This is an optimization exercise on Yosys and OpenROAD, whose aim is small area, a short achievable clock period and few clock cycles per item, not a production implementation.
Function was checked by simulation only, so behaviour that the tests miss may differ from the original.
Power is estimated from default activity; no workload was simulated.

==> module szp_core, before the edit <==
module szp_core #(
  parameter int BATCH_PAGES    = szp_pkg::BATCH_PAGES_DEF,
  parameter int MAX_PAGE_WORDS = szp_pkg::MAX_PAGE_WORDS_DEF
) (
  input  logic                            clk,
  input  logic                            rst,
  input  logic                            w_valid,
  output logic                            w_take,
  input  logic                            w_nz,
  input  logic                            w_last,
  input  logic                            cfg_write,
  input  logic [szp_pkg::CFG_INDEX_W-1:0] cfg_index,
  input  logic [szp_pkg::CFG_DATA_W-1:0]  cfg_data,
  output logic                            runs_valid,
  input  logic                            runs_ready,
  output logic                            runs_run_kind,
  output logic [szp_pkg::RUN_WORDS_W-1:0] runs_run_words,
  output logic                            runs_run_final,
  output logic [szp_pkg::LIMIT_W-1:0]     runs_total_words
);
  localparam int PW    = szp_pkg::PAGE_WORDS_W;
  localparam int LW    = szp_pkg::LIMIT_W;
  localparam int RW    = szp_pkg::RUN_WORDS_W;
  localparam int WIP_W = $clog2(MAX_PAGE_WORDS) + 1;
  localparam int PIB_W = $clog2(BATCH_PAGES);
  logic [WIP_W-2:0] pszm1;
  logic             psz_hi;       
  logic             pdirty;
  logic [LW-1:0]    lm1;          
  logic [3:0]       dstep;        
  logic             dbor;         
  logic             dirty;        
  logic [LW-1:0]    acc;
  logic             take;         
  logic             fresh;        
  logic             limit_hit;
  logic [WIP_W-1:0] wip;
  logic             has_data;
  logic             carry;        
  logic [PIB_W-1:0] pib;
  logic             run_open;
  logic             ork;
  logic [RW-1:0]    orw;
  logic             o_valid, o_final, second;
  logic             s_final;      
  logic [WIP_W-2:0] cfg_pszm1;
  logic             go, restart;
  logic             lim_next, closing, page_full, page_done, kind, emit1, emit2, keep;
  logic             batch_end, open_e, ork_e;
  logic [LW-1:0]    acc_inc;
  logic [RW-1:0]    orw_e, sum_keep;
  logic [WIP_W-1:0] wip_e, wip1;
  always_comb begin
    if ({psz_hi, pszm1} == '0)
      cfg_pszm1 = '0;
    else if ({psz_hi, pszm1} > PW'(MAX_PAGE_WORDS))
      cfg_pszm1 = (WIP_W-1)'(MAX_PAGE_WORDS - 1);
    else
      cfg_pszm1 = (WIP_W-1)'(PW'({psz_hi, pszm1}) - PW'(1));
  end
  always_ff @(posedge clk) begin
    if (rst) begin
      pszm1 <= (WIP_W-1)'(szp_pkg::PAGE_WORDS_RST - 1);
      lm1   <= szp_pkg::LIMIT_RST - LW'(1);
      psz_hi <= 1'b0;
      pdirty <= 1'b0;
      dstep  <= 4'd0;
      dirty  <= 1'b0;
    end else if (cfg_write) begin
      pdirty <= !cfg_index;
      if (cfg_index == 1'b0) begin
        {psz_hi, pszm1} <= cfg_data[PW-1:0];
      end else begin
        lm1   <= cfg_data[LW-1:0];
        dstep <= 4'(LW / 4);
        dbor  <= 1'b1;
      end
    end else begin
      pdirty <= 1'b0;
      dirty  <= (dstep == 4'd1);
      if (pdirty) {psz_hi, pszm1} <= {1'b0, cfg_pszm1};
      if (dstep != 4'd0) begin
        lm1   <= {lm1[3:0] - 4'(dbor), lm1[LW-1:4]};
        dbor  <= dbor && (lm1[3:0] == 4'd0);
        dstep <= dstep - 4'd1;
      end
    end
  end
  assign runs_valid       = o_valid;
  assign runs_run_kind    = ork;
  assign runs_run_words   = orw;
  assign runs_run_final   = o_final;
  assign runs_total_words = acc;
  assign go     = w_valid && !fresh && (dstep == 4'd0) && !dirty && !pdirty && !second && (!o_valid || runs_ready);
  assign w_take = go;
  always_comb begin
    open_e    = run_open || carry;
    ork_e     = carry ? has_data : ork;
    orw_e     = carry ? RW'(wip) : orw;
    wip_e     = carry ? '0 : wip;
    acc_inc   = szp_pkg::inc_f(acc, 1'b1);
    lim_next  = (acc == lm1);
    closing   = !take || w_last || lim_next;
    page_full = carry ? (pszm1 == '0) : !szp_pkg::lt_t(LW'(wip), LW'(pszm1));
    page_done = take ? (page_full || w_last || lim_next) : (wip_e != '0);
    kind      = (has_data && !carry) || (take && w_nz);
    emit1     = page_done && open_e && (ork_e != kind);
    keep      = open_e && !emit1;
    wip1      = WIP_W'(szp_pkg::inc_f(LW'(wip_e), take));
    sum_keep  = orw_e + RW'(wip_e) + RW'(take);
    batch_end = closing || (page_done && (&pib));
    emit2     = batch_end && (open_e || page_done);
    restart   = (limit_hit || closing) && w_last;
  end
  always_ff @(posedge clk) begin
    if (rst) begin
      take <= 1'b1;
    end else if (dirty) begin
      take <= !szp_pkg::lt_t(lm1, acc) && !(&lm1);
    end else if (go && restart) begin
      take <= !(&lm1);
    end
  end
  always_ff @(posedge clk) begin
    if (rst) begin
      acc       <= '0;
      fresh     <= 1'b0;
      limit_hit <= 1'b0;
      wip       <= '0;
      has_data  <= 1'b0;
      carry     <= 1'b0;
      pib       <= '0;
      run_open  <= 1'b0;
      o_valid   <= 1'b0;
      second    <= 1'b0;
    end else if (go) begin
      if (limit_hit) begin
        if (w_last) begin
          limit_hit <= 1'b0;
          acc       <= '0;
        end
        o_valid <= 1'b0;
      end else begin
        if (restart && !(emit1 || emit2)) acc <= '0;
        else if (take)                    acc <= acc_inc;
        fresh     <= restart && (emit1 || emit2);
        limit_hit <= closing && !w_last;
        o_valid   <= emit1 || emit2;
        second    <= emit1 && emit2;
        pib       <= batch_end ? '0 : PIB_W'(szp_pkg::inc_f(LW'(pib), page_done));
        if (emit1) begin
          wip      <= wip1;
          has_data <= kind;
          carry    <= 1'b1;
          run_open <= 1'b0;
        end else begin
          wip      <= page_done ? '0 : wip1;
          has_data <= !page_done && kind;
          carry    <= 1'b0;
          run_open <= (open_e || page_done) && !batch_end;
        end
      end
    end else if (o_valid && runs_ready) begin
      if (second) begin
        second   <= 1'b0;
        wip      <= '0;
        has_data <= 1'b0;
        carry    <= 1'b0;
      end else begin
        o_valid <= 1'b0;
        if (fresh) begin
          fresh <= 1'b0;
          acc   <= '0;
        end
      end
    end
  end
  always_ff @(posedge clk) begin
    if (go && !limit_hit) begin
      o_final <= closing && !(emit1 && emit2);
      s_final <= closing;
      if (emit1) begin
        orw <= orw_e;
        ork <= ork_e;
      end else if (page_done) begin
        orw <= keep ? sum_keep : RW'(wip1);
        ork <= kind;
      end else begin
        orw <= orw_e;
        ork <= ork_e;
      end
    end else if (o_valid && runs_ready && second) begin
      orw     <= RW'(wip);
      ork     <= has_data;
      o_final <= s_final;
    end
  end
endmodule
clock: 11.0 ns
lec_check: 0
cap_margin: 20
core_margin: 2
core_utilization: 40
slew_margin: 20
standard.sh (not shown) runs the stock make flow with config.mk's settings and CLKGATE_MAP_FILE= SYNTH_SCRIPT=/design/flow/synth_recipe.tcl, a recipe that flattens the netlist after the stock synthesis.
==> flow/flow/run.sh <==
#!/bin/bash
# The standard ORFS layout (the standard.sh), with two changes:
#  - repair_timing aims for 7.5 ns of setup margin at the design's 11 ns clock, so the
#    optimiser keeps working on paths the 11 ns constraint alone leaves untouched;
#  - the port buffers are sky130_fd_sc_hd__buf_1 instead of the default delay buffer.
# The SDC, clock period, floorplan, power grid and synthesis are unchanged.
set -euo pipefail
bash standard.sh SETUP_SLACK_MARGIN=7.5 "BUFFER_PORTS_ARGS=-buffer_cell sky130_fd_sc_hd__buf_1" finish > flow_make.log 2>&1
Testbench counts at the start, summed over its fixed seeds: cycles 49,140, items 48,000.
==> next run, changes <==
--- a/flow/design.v
+++ b/flow/design.v
@@ -67,10 +67,6 @@
   localparam int PIB_W = $clog2(BATCH_PAGES);
   logic [WIP_W-2:0] pszm1;
-  logic             psz_hi;       
-  logic             pdirty;
   logic [LW-1:0]    lm1;          
-  logic [3:0]       dstep;        
-  logic             dbor;         
-  logic             dirty;        
+  logic [1:0]       dirty;        
   logic [LW-1:0]    acc;
   logic             take;         
@@ -85,5 +81,4 @@
   logic [RW-1:0]    orw;
   logic             o_valid, o_final, second;
-  logic             s_final;      
   logic [WIP_W-2:0] cfg_pszm1;
   logic             go, restart;
@@ -94,10 +89,10 @@
   logic [WIP_W-1:0] wip_e, wip1;
   always_comb begin
-    if ({psz_hi, pszm1} == '0)
+    if (cfg_data[PW-1:0] == '0)
       cfg_pszm1 = '0;
-    else if ({psz_hi, pszm1} > PW'(MAX_PAGE_WORDS))
+    else if (cfg_data[PW-1:0] > PW'(MAX_PAGE_WORDS))
       cfg_pszm1 = (WIP_W-1)'(MAX_PAGE_WORDS - 1);
     else
-      cfg_pszm1 = (WIP_W-1)'(PW'({psz_hi, pszm1}) - PW'(1));
+      cfg_pszm1 = (WIP_W-1)'(cfg_data[PW-1:0] - PW'(1));
   end
   always_ff @(posedge clk) begin
@@ -105,26 +100,12 @@
       pszm1 <= (WIP_W-1)'(szp_pkg::PAGE_WORDS_RST - 1);
       lm1   <= szp_pkg::LIMIT_RST - LW'(1);
-      psz_hi <= 1'b0;
-      pdirty <= 1'b0;
-      dstep  <= 4'd0;
-      dirty  <= 1'b0;
+      dirty <= 2'd0;
     end else if (cfg_write) begin
-      pdirty <= !cfg_index;
-      if (cfg_index == 1'b0) begin
-        {psz_hi, pszm1} <= cfg_data[PW-1:0];
-      end else begin
-        lm1   <= cfg_data[LW-1:0];
-        dstep <= 4'(LW / 4);
-        dbor  <= 1'b1;
-      end
+      dirty <= {cfg_index, 1'b0};
+      if (cfg_index == 1'b0) pszm1 <= cfg_pszm1;
+      else                   lm1   <= cfg_data[LW-1:0];
     end else begin
-      pdirty <= 1'b0;
-      dirty  <= (dstep == 4'd1);
-      if (pdirty) {psz_hi, pszm1} <= {1'b0, cfg_pszm1};
-      if (dstep != 4'd0) begin
-        lm1   <= {lm1[3:0] - 4'(dbor), lm1[LW-1:4]};
-        dbor  <= dbor && (lm1[3:0] == 4'd0);
-        dstep <= dstep - 4'd1;
-      end
+      dirty <= {1'b0, dirty[1]};
+      if (dirty[1]) lm1 <= ~szp_pkg::inc_f(~lm1, 1'b1);
     end
   end
@@ -132,7 +113,7 @@
   assign runs_run_kind    = ork;
   assign runs_run_words   = orw;
-  assign runs_run_final   = o_final;
+  assign runs_run_final   = o_final && !second;
   assign runs_total_words = acc;
-  assign go     = w_valid && !fresh && (dstep == 4'd0) && !dirty && !pdirty && !second && (!o_valid || runs_ready);
+  assign go     = w_valid && !fresh && (dirty == 2'd0) && !second && (!o_valid || runs_ready);
   assign w_take = go;
   always_comb begin
@@ -158,5 +139,5 @@
     if (rst) begin
       take <= 1'b1;
-    end else if (dirty) begin
+    end else if (dirty[0]) begin
       take <= !szp_pkg::lt_t(lm1, acc) && !(&lm1);
     end else if (go && restart) begin
@@ -220,6 +201,5 @@
   always_ff @(posedge clk) begin
     if (go && !limit_hit) begin
-      o_final <= closing && !(emit1 && emit2);
-      s_final <= closing;
+      o_final <= closing;
       if (emit1) begin
         orw <= orw_e;
@@ -233,7 +213,6 @@
       end
     end else if (o_valid && runs_ready && second) begin
-      orw     <= RW'(wip);
-      ork     <= has_data;
-      o_final <= s_final;
+      orw <= RW'(wip);
+      ork <= has_data;
     end
   end
Result: Final cell count rose by 3.6%; worst setup slack gets worse by 0.034 ns; non-clock buffer count fell by 8; count of clock-buffer cells in the layout is unchanged; cell area grows by 0.86%; clock power climbs by about 1%; utilization shrinks by 0.72 points; hold slack is about the same.
Testbench counts after the change, summed over its fixed seeds: cycles 49,132, items 48,000.

-- port drivers added, routing unchanged --
The flow's constraints put no driver on any port. The routed layouts listed below were extracted and timed again, unchanged, in two steps.
Step 1: set_driving_cell puts a clkbuf_16 on clk and a buf_2 on each other input, an assumption about the parent block.
Step 2 times the ports against the registers' clock, not the clock port: input delays grow and output delays shrink by t, the midpoint of the rising clock arrivals with the driver on.
Three values: ideal, step 1, step 2; two values: the first two.
run | t (ns) | setup slack, ns | worst setup path at the end | clock arrival spread, ns | cell pins on the clock port's net
the first run | 0.476 | 7.500 / 7.474 / 6.997 | input to register | 0.012 / 0.013 | 1
the second run | 0.473 | 7.465 / 7.467 / 6.994 | input to register | 0.014 / 0.014 | 1
After both steps setup and hold are still met in every run listed. The setup slack of the first run, which loses most, moves by -0.026 ns with the drivers and by -0.503 ns with both steps.
